Source: an optimization exercise on an open RTL-to-GDS flow (aim: small area, a short achievable clock period and few clock cycles per item). Production flows keep margins and buffers that such runs may drop. RTL that was checked went through simulation tests only; none was proved equivalent to the original.

==> build 79: inputs <==
// rational_arithmetic_unit_core
module rational_arithmetic_unit_core #(
  parameter int unsigned VALUE_WIDTH = 32
) (
  input  logic                                clk,
  input  logic                                rst_n,
  input  logic                                in_valid,
  output logic                                in_ready,
  input  logic [1:0]                          in_command,
  input  logic signed [rau_pkg::FieldWidth-1:0] in_left_num,
  input  logic signed [rau_pkg::FieldWidth-1:0] in_left_den,
  input  logic signed [rau_pkg::FieldWidth-1:0] in_right_num,
  input  logic signed [rau_pkg::FieldWidth-1:0] in_right_den,
  output logic                                out_valid,
  input  logic                                out_ready,
  output logic signed [rau_pkg::FieldWidth-1:0] out_result_num,
  output logic [rau_pkg::DenOutWidth-1:0]     out_result_den,
  output logic [1:0]                          out_status
);
Settings: LEC_CHECK=0, CAP_MARGIN=20, CORE_MARGIN=2, CORE_UTILIZATION=50, PLACE_DENSITY=0.65, SLEW_MARGIN=20, TNS_END_PERCENT=0; clock period 12.0 ns.
standard.sh (not shown) runs the stock make flow with config.mk's settings and CLKGATE_MAP_FILE= SYNTH_SCRIPT=/design/flow/synth_recipe.tcl, a recipe that flattens the netlist after the stock synthesis.
==> flow/flow/run.sh <==
#!/bin/bash
# standard layout, with repair_timing asked for more setup slack than the
# clock needs so that the critical paths are sized and buffered, and the
# port buffers made with the smallest buffer cell
cp standard.sh standard_sh.txt
export SETUP_SLACK_MARGIN=8.5
export BUFFER_PORTS_ARGS="-buffer_cell sky130_fd_sc_hd__buf_1"
bash standard.sh > standard.log 2>&1
==> trial 63 (differences from build 79) <==
--- a/flow/design.v
+++ b/flow/design.v
@@ -157,17 +157,16 @@
   logic signed [31:0] m11_r, m11_nxt, m12_r, m12_nxt;    
   logic [30:0]        m21_r, m21_nxt, m22_r, m22_nxt;    
   logic               mov_r, mov_nxt;       
   logic               bzd_r, bzd_nxt;
   logic               bdz_r, bdz_nxt;
   logic [31:0]        onum_r, onum_nxt;
   logic [30:0]        oden_r, oden_nxt;
   logic [1:0]         ost_r, ost_nxt;
-  logic               ook_r, ook_nxt;       
   always_ff @(posedge clk) begin
     cnt_r  <= cnt_nxt;
     cmd_r  <= cmd_nxt;
     rds_r  <= rds_nxt;
     rns_r  <= rns_nxt;
     dec_r  <= dec_nxt;
     zd_r   <= zd_nxt;
     dz_r   <= dz_nxt;
@@ -184,17 +183,16 @@
     m21_r  <= m21_nxt;
     m22_r  <= m22_nxt;
     mov_r  <= mov_nxt;
     bzd_r  <= bzd_nxt;
     bdz_r  <= bdz_nxt;
     onum_r <= onum_nxt;
     oden_r <= oden_nxt;
     ost_r  <= ost_nxt;
-    ook_r  <= ook_nxt;
   end
   logic lns, lds;
   assign lns = ln_r[31];
   assign lds = ld_r[31];
   logic is_as, is_sub, is_mul, is_div;
   assign is_as  = ~cmd_r[1];
   assign is_sub = (cmd_r == rau_pkg::CMD_SUB);
   assign is_mul = (cmd_r == rau_pkg::CMD_MUL);
@@ -317,16 +315,19 @@
   endfunction
   logic c1_ov, c2_ov;
   assign c1_ov = (oo & ge)  ? (s1_ov | s2_ov) : (sh_ov1(m11_r, c1_sh) | sh_ov2(m21_r, c1_sh));
   assign c2_ov = (oo & ~ge) ? (s1_ov | s2_ov) : (sh_ov1(m12_r, c2_sh) | sh_ov2(m22_r, c2_sh));
   assign m11_new = (oo & ge)  ? s1 : shl1(m11_r, c1_sh);
   assign m21_new = (oo & ge)  ? s2[30:0] : shl2(m21_r, c1_sh);
   assign m12_new = (oo & ~ge) ? s1 : shl1(m12_r, c2_sh);
   assign m22_new = (oo & ~ge) ? s2[30:0] : shl2(m22_r, c2_sh);
+  logic res_zero, res_ok;
+  assign res_zero = uz & ~bzd_r & ~bdz_r;
+  assign res_ok   = ~uz & ~bzd_r & ~bdz_r & ~ovf_bits & ~s1_ov & ~s2_ov;
   logic fin;       
   logic xfer;      
   assign fin  = (b_st_r == B_GCD) && g_stop && !ovalid_r;
   assign xfer = (a_st_r == A_DONE) && (b_st_r == B_IDLE || fin);
   always_comb begin
     a_st_nxt   = a_st_r;
     b_st_nxt   = b_st_r;
     ovalid_nxt = (ovalid_r & ~out_ready) | fin;
@@ -350,17 +351,16 @@
     m21_nxt    = m21_r;
     m22_nxt    = m22_r;
     mov_nxt    = mov_r;
     bzd_nxt    = bzd_r;
     bdz_nxt    = bdz_r;
     onum_nxt   = onum_r;
     oden_nxt   = oden_r;
     ost_nxt    = ost_r;
-    ook_nxt    = ook_r;
     if (rdy_r) begin
       cmd_nxt = in_command;
       rds_nxt = in_right_den[31];
       rns_nxt = in_right_num[31];
       uah_nxt = '0;
       ual_nxt = in_right_den;
       vah_nxt = '0;
       val_nxt = in_right_num;
@@ -380,30 +380,26 @@
       ual_nxt = {su[1:0], ual_r[31:2]};
       vah_nxt = sv[33:2];
       val_nxt = {sv[1:0], val_r[31:2]};
       dec_nxt = booth_dec(cmd_r, lns, lds, rds_r, rns_r, ual_r[3:1], val_r[3:1]);
       cnt_nxt = cnt_r + 4'd1;
       if (cnt_r == 4'd15) a_st_nxt = A_DONE;
     end
     if (fin) begin
-      onum_nxt = uz ? 32'd0 : s1[31:0];
-      oden_nxt = uz ? 31'd1 : s2[30:0];
+      onum_nxt = s1[31:0] & {32{res_ok}};
+      oden_nxt = (s2[30:0] & {31{res_ok}}) | {30'd0, res_zero};
       if (bzd_r || bdz_r) begin
         ost_nxt = bzd_r ? rau_pkg::ST_ZERO_DEN : rau_pkg::ST_DIV_ZERO;
-        ook_nxt = 1'b0;
       end else if (uz) begin
         ost_nxt = rau_pkg::ST_OK;
-        ook_nxt = 1'b1;
       end else if (ovf_bits || ovf_now) begin
         ost_nxt = rau_pkg::ST_OVERFLOW;
-        ook_nxt = 1'b0;
       end else begin
         ost_nxt = rau_pkg::ST_OK;
-        ook_nxt = 1'b1;
       end
       b_st_nxt = B_IDLE;
     end
     if (xfer) begin
       u_nxt   = ua_abs;
       v_nxt   = {vah_r[30:0], val_r};
       m11_nxt = (is_as ? ua_neg : mul_neg) ? -32'sd1 : 32'sd1;
       m12_nxt = '0;
@@ -428,12 +424,12 @@
       end
     end
   end
   always_comb begin
     rdy_nxt = (a_st_nxt == A_IDLE);
   end
   assign in_ready       = rdy_r;
   assign out_valid      = ovalid_r;
-  assign out_result_num = onum_r & {32{ook_r}};
-  assign out_result_den = oden_r & {31{ook_r}};
+  assign out_result_num = onum_r;
+  assign out_result_den = oden_r;
   assign out_status     = ost_r;
 endmodule
- TNS_END_PERCENT: 0 -> 10
==> trial 80 (differences from build 79) <==
--- a/flow/design.v
+++ b/flow/design.v
@@ -143,31 +143,29 @@
   logic [3:0]         cnt_r, cnt_nxt;
   logic [1:0]         cmd_r, cmd_nxt;
   logic               rds_r, rds_nxt;       
   logic               rns_r, rns_nxt;       
   logic               zd_r, zd_nxt;         
   logic               dz_r, dz_nxt;         
   logic [31:0]        ln_r, ln_nxt;
   logic [31:0]        ld_r, ld_nxt;
-  logic signed [32:0] uah_r, uah_nxt;
+  logic signed [35:0] uah_r, uah_nxt;
   logic [31:0]        ual_r, ual_nxt;
-  logic signed [31:0] vah_r, vah_nxt;
+  logic signed [34:0] vah_r, vah_nxt;
   logic [31:0]        val_r, val_nxt;
   logic [63:0]        u_r, u_nxt;
   logic [62:0]        v_r, v_nxt;
-  logic signed [31:0] m11_r, m11_nxt, m12_r, m12_nxt;    
-  logic [30:0]        m21_r, m21_nxt, m22_r, m22_nxt;    
-  logic               mov_r, mov_nxt;       
+  logic signed [35:0] m11_r, m11_nxt, m12_r, m12_nxt;    
+  logic [34:0]        m21_r, m21_nxt, m22_r, m22_nxt;    
   logic               bzd_r, bzd_nxt;
   logic               bdz_r, bdz_nxt;
   logic [31:0]        onum_r, onum_nxt;
   logic [30:0]        oden_r, oden_nxt;
   logic [1:0]         ost_r, ost_nxt;
-  logic               ook_r, ook_nxt;       
   always_ff @(posedge clk) begin
     cnt_r  <= cnt_nxt;
     cmd_r  <= cmd_nxt;
     rds_r  <= rds_nxt;
     rns_r  <= rns_nxt;
     dec_r  <= dec_nxt;
     zd_r   <= zd_nxt;
     dz_r   <= dz_nxt;
@@ -178,23 +176,21 @@
     vah_r  <= vah_nxt;
     val_r  <= val_nxt;
     u_r    <= u_nxt;
     v_r    <= v_nxt;
     m11_r  <= m11_nxt;
     m12_r  <= m12_nxt;
     m21_r  <= m21_nxt;
     m22_r  <= m22_nxt;
-    mov_r  <= mov_nxt;
     bzd_r  <= bzd_nxt;
     bdz_r  <= bdz_nxt;
     onum_r <= onum_nxt;
     oden_r <= oden_nxt;
     ost_r  <= ost_nxt;
-    ook_r  <= ook_nxt;
   end
   logic lns, lds;
   assign lns = ln_r[31];
   assign lds = ld_r[31];
   logic is_as, is_sub, is_mul, is_div;
   assign is_as  = ~cmd_r[1];
   assign is_sub = (cmd_r == rau_pkg::CMD_SUB);
   assign is_mul = (cmd_r == rau_pkg::CMD_MUL);
@@ -226,30 +222,30 @@
   assign {one_a, two_a, neg_a, one_b, two_b, neg_b, one_c, two_c, neg_c} = dec_r;
   logic signed [33:0] xln, xld;
   assign xln = 34'(signed'(ln_r));
   assign xld = 34'(signed'(ld_r));
   logic signed [33:0] pp_a, pp_b, pp_c;
   assign pp_a = ((one_a ? xln : 34'sd0) | (two_a ? (xln <<< 1) : 34'sd0)) ^ {34{neg_a}};
   assign pp_b = ((one_b ? xld : 34'sd0) | (two_b ? (xld <<< 1) : 34'sd0)) ^ {34{neg_b}};
   assign pp_c = ((one_c ? xld : 34'sd0) | (two_c ? (xld <<< 1) : 34'sd0)) ^ {34{neg_c}};
-  logic [34:0] csa_x, csa_y, csa_s, csa_c;
-  logic [34:0] su;
-  logic [33:0] sv;
-  assign csa_x = 35'(signed'(pp_a));
-  assign csa_y = 35'(signed'(pp_b));
-  assign csa_s = 35'(uah_r) ^ csa_x ^ csa_y;
-  assign csa_c = (35'(uah_r) & csa_x) | (35'(uah_r) & csa_y) | (csa_x & csa_y);
-  rau_add #(.W(35)) u_addu (.a(csa_s), .b({csa_c[33:0], neg_a}), .cin(neg_b), .s(su));
-  rau_add #(.W(34)) u_addv (.a(34'(vah_r)), .b(34'(signed'(pp_c))), .cin(neg_c), .s(sv));
+  logic [37:0] csa_x, csa_y, csa_s, csa_c;
+  logic [37:0] su;
+  logic [36:0] sv;
+  assign csa_x = 38'(signed'(pp_a));
+  assign csa_y = 38'(signed'(pp_b));
+  assign csa_s = 38'(uah_r) ^ csa_x ^ csa_y;
+  assign csa_c = (38'(uah_r) & csa_x) | (38'(uah_r) & csa_y) | (csa_x & csa_y);
+  rau_add #(.W(38)) u_addu (.a(csa_s), .b({csa_c[36:0], neg_a}), .cin(neg_b), .s(su));
+  rau_add #(.W(37)) u_addv (.a(37'(vah_r)), .b(37'(signed'(pp_c))), .cin(neg_c), .s(sv));
   logic mul_neg;    
   assign mul_neg = lns ^ lds ^ rds_r ^ rns_r;
   logic        ua_neg;
   logic [63:0] ua_abs;
-  assign ua_neg = uah_r[32];
+  assign ua_neg = uah_r[35];
   logic [63:0] ua_inv;
   assign ua_inv = {uah_r[31:0], ual_r} ^ {64{ua_neg}};
   rau_add #(.W(64)) u_abs (.a(ua_inv), .b(64'd0), .cin(ua_neg), .s(ua_abs));
   logic [63:0] d1, d2;       
   logic ge;                  
   logic ueq;
   rau_sub2 #(.W(64)) u_sub (.a({1'b0, v_r}), .b(u_r), .d(d1), .dn(d2), .ge(ge), .eq(ueq));
   logic uz, vz;
@@ -258,36 +254,35 @@
   function automatic logic [1:0] tz3(input logic [3:1] b);
     tz3 = b[1] ? 2'd1 : b[2] ? 2'd2 : 2'd3;
   endfunction
   logic [1:0] s_uv, s_u, s_v, s_d;
   assign s_uv = tz3(u_r[3:1] | v_r[3:1]);
   assign s_u  = tz3(u_r[3:1]);
   assign s_v  = tz3(v_r[3:1]);
   assign s_d  = tz3(d1[3:1]);
-  logic signed [31:0] s1;    
-  logic [31:0]        s2;    
-  rau_add #(.W(32)) u_s1 (.a(m11_r), .b(m12_r), .cin(1'b0), .s(s1));
-  rau_add #(.W(32)) u_s2 (.a({1'b0, m21_r}), .b({1'b0, m22_r}), .cin(1'b0), .s(s2));
-  logic s1_ov, s2_ov;
-  assign s1_ov = (m11_r[31] == m12_r[31]) && (s1[31] != m11_r[31]);
-  assign s2_ov = s2[31];
+  logic signed [35:0] s1;    
+  logic [34:0]        s2;    
+  rau_add #(.W(36)) u_s1 (.a(m11_r), .b(m12_r), .cin(1'b0), .s(s1));
+  rau_add #(.W(35)) u_s2 (.a(m21_r), .b(m22_r), .cin(1'b0), .s(s2));
   function automatic logic [63:0] shr(input logic [63:0] x, input logic [1:0] s);
     shr = (s == 2'd1) ? (x >> 1) : (s == 2'd2) ? (x >> 2) : (x >> 3);
   endfunction
-  function automatic logic [31:0] shl1(input logic [31:0] x, input logic [1:0] s);
+  function automatic logic [35:0] shl1(input logic [35:0] x, input logic [1:0] s);
     shl1 = (s == 2'd1) ? (x << 1) : (s == 2'd2) ? (x << 2) : (x << 3);
   endfunction
-  function automatic logic [30:0] shl2(input logic [30:0] x, input logic [1:0] s);
+  function automatic logic [34:0] shl2(input logic [34:0] x, input logic [1:0] s);
     shl2 = (s == 2'd1) ? (x << 1) : (s == 2'd2) ? (x << 2) : (x << 3);
   endfunction
   logic ovf_now;
-  assign ovf_now = s1_ov | s2_ov;
+  assign ovf_now = (s1[35:31] != 5'b00000 && s1[35:31] != 5'b11111) || (s2[34:31] != 4'b0000);
   logic ovf_bits;
-  assign ovf_bits = mov_r;
+  assign ovf_bits = (m11_r[35:31] != 5'b00000 && m11_r[35:31] != 5'b11111)
+                 || (m12_r[35:31] != 5'b00000 && m12_r[35:31] != 5'b11111)
+                 || (m21_r[34:31] != 4'b0000) || (m22_r[34:31] != 4'b0000);
   logic be, ue, ve, oo;
   assign be = ~u_r[0] & ~v_r[0];
   assign ue = ~u_r[0] &  v_r[0];
   assign ve =  u_r[0] & ~v_r[0];
   assign oo =  u_r[0] &  v_r[0];
   logic g_stop;
   assign g_stop = uz | vz | ovf_bits | (oo & ueq);
   logic u_upd, v_upd, c1_upd, c2_upd;
@@ -300,33 +295,22 @@
   assign v_sh  = be ? s_uv : ve ? s_v : s_d;
   assign c1_sh = ue ? s_u : s_d;
   assign c2_sh = ve ? s_v : s_d;
   logic [63:0] u_new, v_new64;
   logic [62:0] v_new;
   assign u_new   = shr(oo ? d2 : u_r, u_sh);
   assign v_new64 = shr(oo ? d1 : {1'b0, v_r}, v_sh);
   assign v_new   = v_new64[62:0];
-  logic signed [31:0] m11_new, m12_new;
-  logic [30:0]        m21_new, m22_new;
-  function automatic logic sh_ov1(input logic [31:0] x, input logic [1:0] s);
-    sh_ov1 = (s == 2'd1) ? (x[31:30] != 2'b00 && x[31:30] != 2'b11)
-           : (s == 2'd2) ? (x[31:29] != 3'b000 && x[31:29] != 3'b111)
-           :               (x[31:28] != 4'b0000 && x[31:28] != 4'b1111);
-  endfunction
-  function automatic logic sh_ov2(input logic [30:0] x, input logic [1:0] s);
-    sh_ov2 = (s == 2'd1) ? x[30] : (s == 2'd2) ? (x[30:29] != 2'b00) : (x[30:28] != 3'b000);
-  endfunction
-  logic c1_ov, c2_ov;
-  assign c1_ov = (oo & ge)  ? (s1_ov | s2_ov) : (sh_ov1(m11_r, c1_sh) | sh_ov2(m21_r, c1_sh));
-  assign c2_ov = (oo & ~ge) ? (s1_ov | s2_ov) : (sh_ov1(m12_r, c2_sh) | sh_ov2(m22_r, c2_sh));
+  logic signed [35:0] m11_new, m12_new;
+  logic [34:0]        m21_new, m22_new;
   assign m11_new = (oo & ge)  ? s1 : shl1(m11_r, c1_sh);
-  assign m21_new = (oo & ge)  ? s2[30:0] : shl2(m21_r, c1_sh);
+  assign m21_new = (oo & ge)  ? s2 : shl2(m21_r, c1_sh);
   assign m12_new = (oo & ~ge) ? s1 : shl1(m12_r, c2_sh);
-  assign m22_new = (oo & ~ge) ? s2[30:0] : shl2(m22_r, c2_sh);
+  assign m22_new = (oo & ~ge) ? s2 : shl2(m22_r, c2_sh);
   logic fin;       
   logic xfer;      
   assign fin  = (b_st_r == B_GCD) && g_stop && !ovalid_r;
   assign xfer = (a_st_r == A_DONE) && (b_st_r == B_IDLE || fin);
   always_comb begin
     a_st_nxt   = a_st_r;
     b_st_nxt   = b_st_r;
     ovalid_nxt = (ovalid_r & ~out_ready) | fin;
@@ -344,23 +328,21 @@
     vah_nxt    = vah_r;
     val_nxt    = val_r;
     u_nxt      = u_r;
     v_nxt      = v_r;
     m11_nxt    = m11_r;
     m12_nxt    = m12_r;
     m21_nxt    = m21_r;
     m22_nxt    = m22_r;
-    mov_nxt    = mov_r;
     bzd_nxt    = bzd_r;
     bdz_nxt    = bdz_r;
     onum_nxt   = onum_r;
     oden_nxt   = oden_r;
     ost_nxt    = ost_r;
-    ook_nxt    = ook_r;
     if (rdy_r) begin
       cmd_nxt = in_command;
       rds_nxt = in_right_den[31];
       rns_nxt = in_right_num[31];
       uah_nxt = '0;
       ual_nxt = in_right_den;
       vah_nxt = '0;
       val_nxt = in_right_num;
@@ -371,69 +353,69 @@
                           {in_right_den[1:0], 1'b0}, {in_right_num[1:0], 1'b0});
       cnt_nxt = '0;
       a_st_nxt = in_valid ? A_MUL : A_IDLE;
     end else if (a_st_r == A_MUL) begin
       if (cnt_r == 4'd0) begin
         zd_nxt = (ld_r == 32'd0) || (ual_r == 32'd0);
         dz_nxt = is_div && (val_r == 32'd0);
       end
-      uah_nxt = su[34:2];
+      uah_nxt = su[37:2];
       ual_nxt = {su[1:0], ual_r[31:2]};
-      vah_nxt = sv[33:2];
+      vah_nxt = sv[36:2];
       val_nxt = {sv[1:0], val_r[31:2]};
       dec_nxt = booth_dec(cmd_r, lns, lds, rds_r, rns_r, ual_r[3:1], val_r[3:1]);
       cnt_nxt = cnt_r + 4'd1;
       if (cnt_r == 4'd15) a_st_nxt = A_DONE;
     end
     if (fin) begin
-      onum_nxt = uz ? 32'd0 : s1[31:0];
-      oden_nxt = uz ? 31'd1 : s2[30:0];
       if (bzd_r || bdz_r) begin
-        ost_nxt = bzd_r ? rau_pkg::ST_ZERO_DEN : rau_pkg::ST_DIV_ZERO;
-        ook_nxt = 1'b0;
+        ost_nxt  = bzd_r ? rau_pkg::ST_ZERO_DEN : rau_pkg::ST_DIV_ZERO;
+        onum_nxt = '0;
+        oden_nxt = '0;
       end else if (uz) begin
-        ost_nxt = rau_pkg::ST_OK;
-        ook_nxt = 1'b1;
+        ost_nxt  = rau_pkg::ST_OK;
+        onum_nxt = '0;
+        oden_nxt = 31'd1;
       end else if (ovf_bits || ovf_now) begin
-        ost_nxt = rau_pkg::ST_OVERFLOW;
-        ook_nxt = 1'b0;
+        ost_nxt  = rau_pkg::ST_OVERFLOW;
+        onum_nxt = '0;
+        oden_nxt = '0;
       end else begin
-        ost_nxt = rau_pkg::ST_OK;
-        ook_nxt = 1'b1;
+        ost_nxt  = rau_pkg::ST_OK;
+        onum_nxt = s1[31:0];
+        oden_nxt = s2[30:0];
       end
       b_st_nxt = B_IDLE;
     end
     if (xfer) begin
       u_nxt   = ua_abs;
       v_nxt   = {vah_r[30:0], val_r};
-      m11_nxt = (is_as ? ua_neg : mul_neg) ? -32'sd1 : 32'sd1;
+      m11_nxt = (is_as ? ua_neg : mul_neg) ? -36'sd1 : 36'sd1;
       m12_nxt = '0;
       m21_nxt = '0;
-      m22_nxt = 31'd1;
-      mov_nxt = 1'b0;
+      m22_nxt = 35'd1;
       bzd_nxt = zd_r;
       bdz_nxt = dz_r;
       b_st_nxt = B_GCD;
       a_st_nxt = A_IDLE;
     end else if (b_st_r == B_GCD && !(g_stop && ovalid_r)) begin
       if (u_upd) u_nxt = u_new;
       if (v_upd) v_nxt = v_new;
-      mov_nxt = (c1_upd & c1_ov) | (c2_upd & c2_ov);
       if (c1_upd) begin
         m11_nxt = m11_new;
         m21_nxt = m21_new;
       end
       if (c2_upd) begin
         m12_nxt = m12_new;
         m22_nxt = m22_new;
       end
     end
   end
   always_comb begin
     rdy_nxt = (a_st_nxt == A_IDLE);
   end
   assign in_ready       = rdy_r;
   assign out_valid      = ovalid_r;
-  assign out_result_num = onum_r & {32{ook_r}};
-  assign out_result_den = oden_r & {31{ook_r}};
+  assign out_result_num = onum_r;
+  assign out_result_den = oden_r;
   assign out_status     = ost_r;
 endmodule
==> flow/flow/run.sh (replaced) <==
#!/bin/bash
# standard layout, with repair_timing asked for more setup slack than the
# clock needs so that the critical paths are sized and buffered
cp standard.sh standard_sh.txt
export SETUP_SLACK_MARGIN=8.0
bash standard.sh > standard.log 2>&1
- TNS_END_PERCENT: 0 -> not set
==> results_dict.tcl <==
set metrics [dict create \
    syn_inst 4702 \
    outcome "timing/DRC/antenna clean" \
    finalCritPeriodShare_pct 39.91 \
    drt-total-wl_mm 149.2 \
    critPathCapture "oden_r[11]" \
    power_mw 6.569 \
    cp_num_buf_inv 5 \
    ff2ff_setup_slack_ns 7.21 \
    cp-startpoint "m11_r[13]" \
    synth_fa_ha_area_share_pct 11.14 \
    fin_cells 6147 \
    nFlopsAndLatches 559 \
]
the above is filed under trial 80

==> results_dict.tcl <==
set metrics [dict create \
    outcome "timing/DRC/antenna clean" \
    synth_fa_ha_area_share_pct 10.81 \
    period_minus_slack_ns 4.661 \
    nFlopsAndLatches 538 \
    critPathCapture "m11_r[31]" \
    syn_inst 4616 \
    finalCritPeriodShare_pct 38.84 \
    fin_cells 5900 \
    core_um2 82110 \
    power_mw 6.203 \
    drt-total-wl_mm 145.5 \
    cp_num_buf_inv 4 \
    cp-startpoint "v_r[0]" \
    slew_headroom_pct 23.56 \
]
the above is filed under trial 63

==> results_dict.tcl <==
set metrics [dict create \
    outcome "timing/DRC/antenna clean" \
    syn_inst 4604 \
    ff2ff_setup_slack_ns 7.32 \
    cp-startpoint "u_r[0]" \
    synth_fa_ha_area_share_pct 10.96 \
    power_mw 6.038 \
    cp_num_buf_inv 3 \
    finalCritPeriodShare_pct 38.99 \
]
the above is filed under build 79

Testbench counts of build 79, summed over its fixed seeds: cycles 53,907, items 2,400.
Testbench counts of trial 63, summed over its fixed seeds: cycles 53,907, items 2,400.
For trial 80, only the layout was checked, not whether the RTL still works.

## what the ideal ports hide
The flow's constraints put no driver on any port. The routed layouts listed below were extracted and timed again, unchanged, in two steps.
Step 1 assumes that a clkbuf_16 drives the clock port and a buf_2 every other input.
Step 2, shift: input delay + t, output delay - t, t = (earliest + latest rising clock arrival at the registers) / 2. This alone moves slack from input paths to output paths.
Three values: ideal ports, drivers, drivers and shift; two values: the first two.
run | t, ns | setup WS [ns] | worst setup path at the end | pins driven straight from the clock port
build 79 | 0.669 | 7.321 / 7.321 / 7.321 | register to register | 1
trial 63 | 0.685 | 7.339 / 7.339 / 7.339 | register to register | 1
trial 80 | 0.700 | 7.211 / 7.211 / 7.211 | register to register | 1
After both steps setup and hold are still met in every run listed.
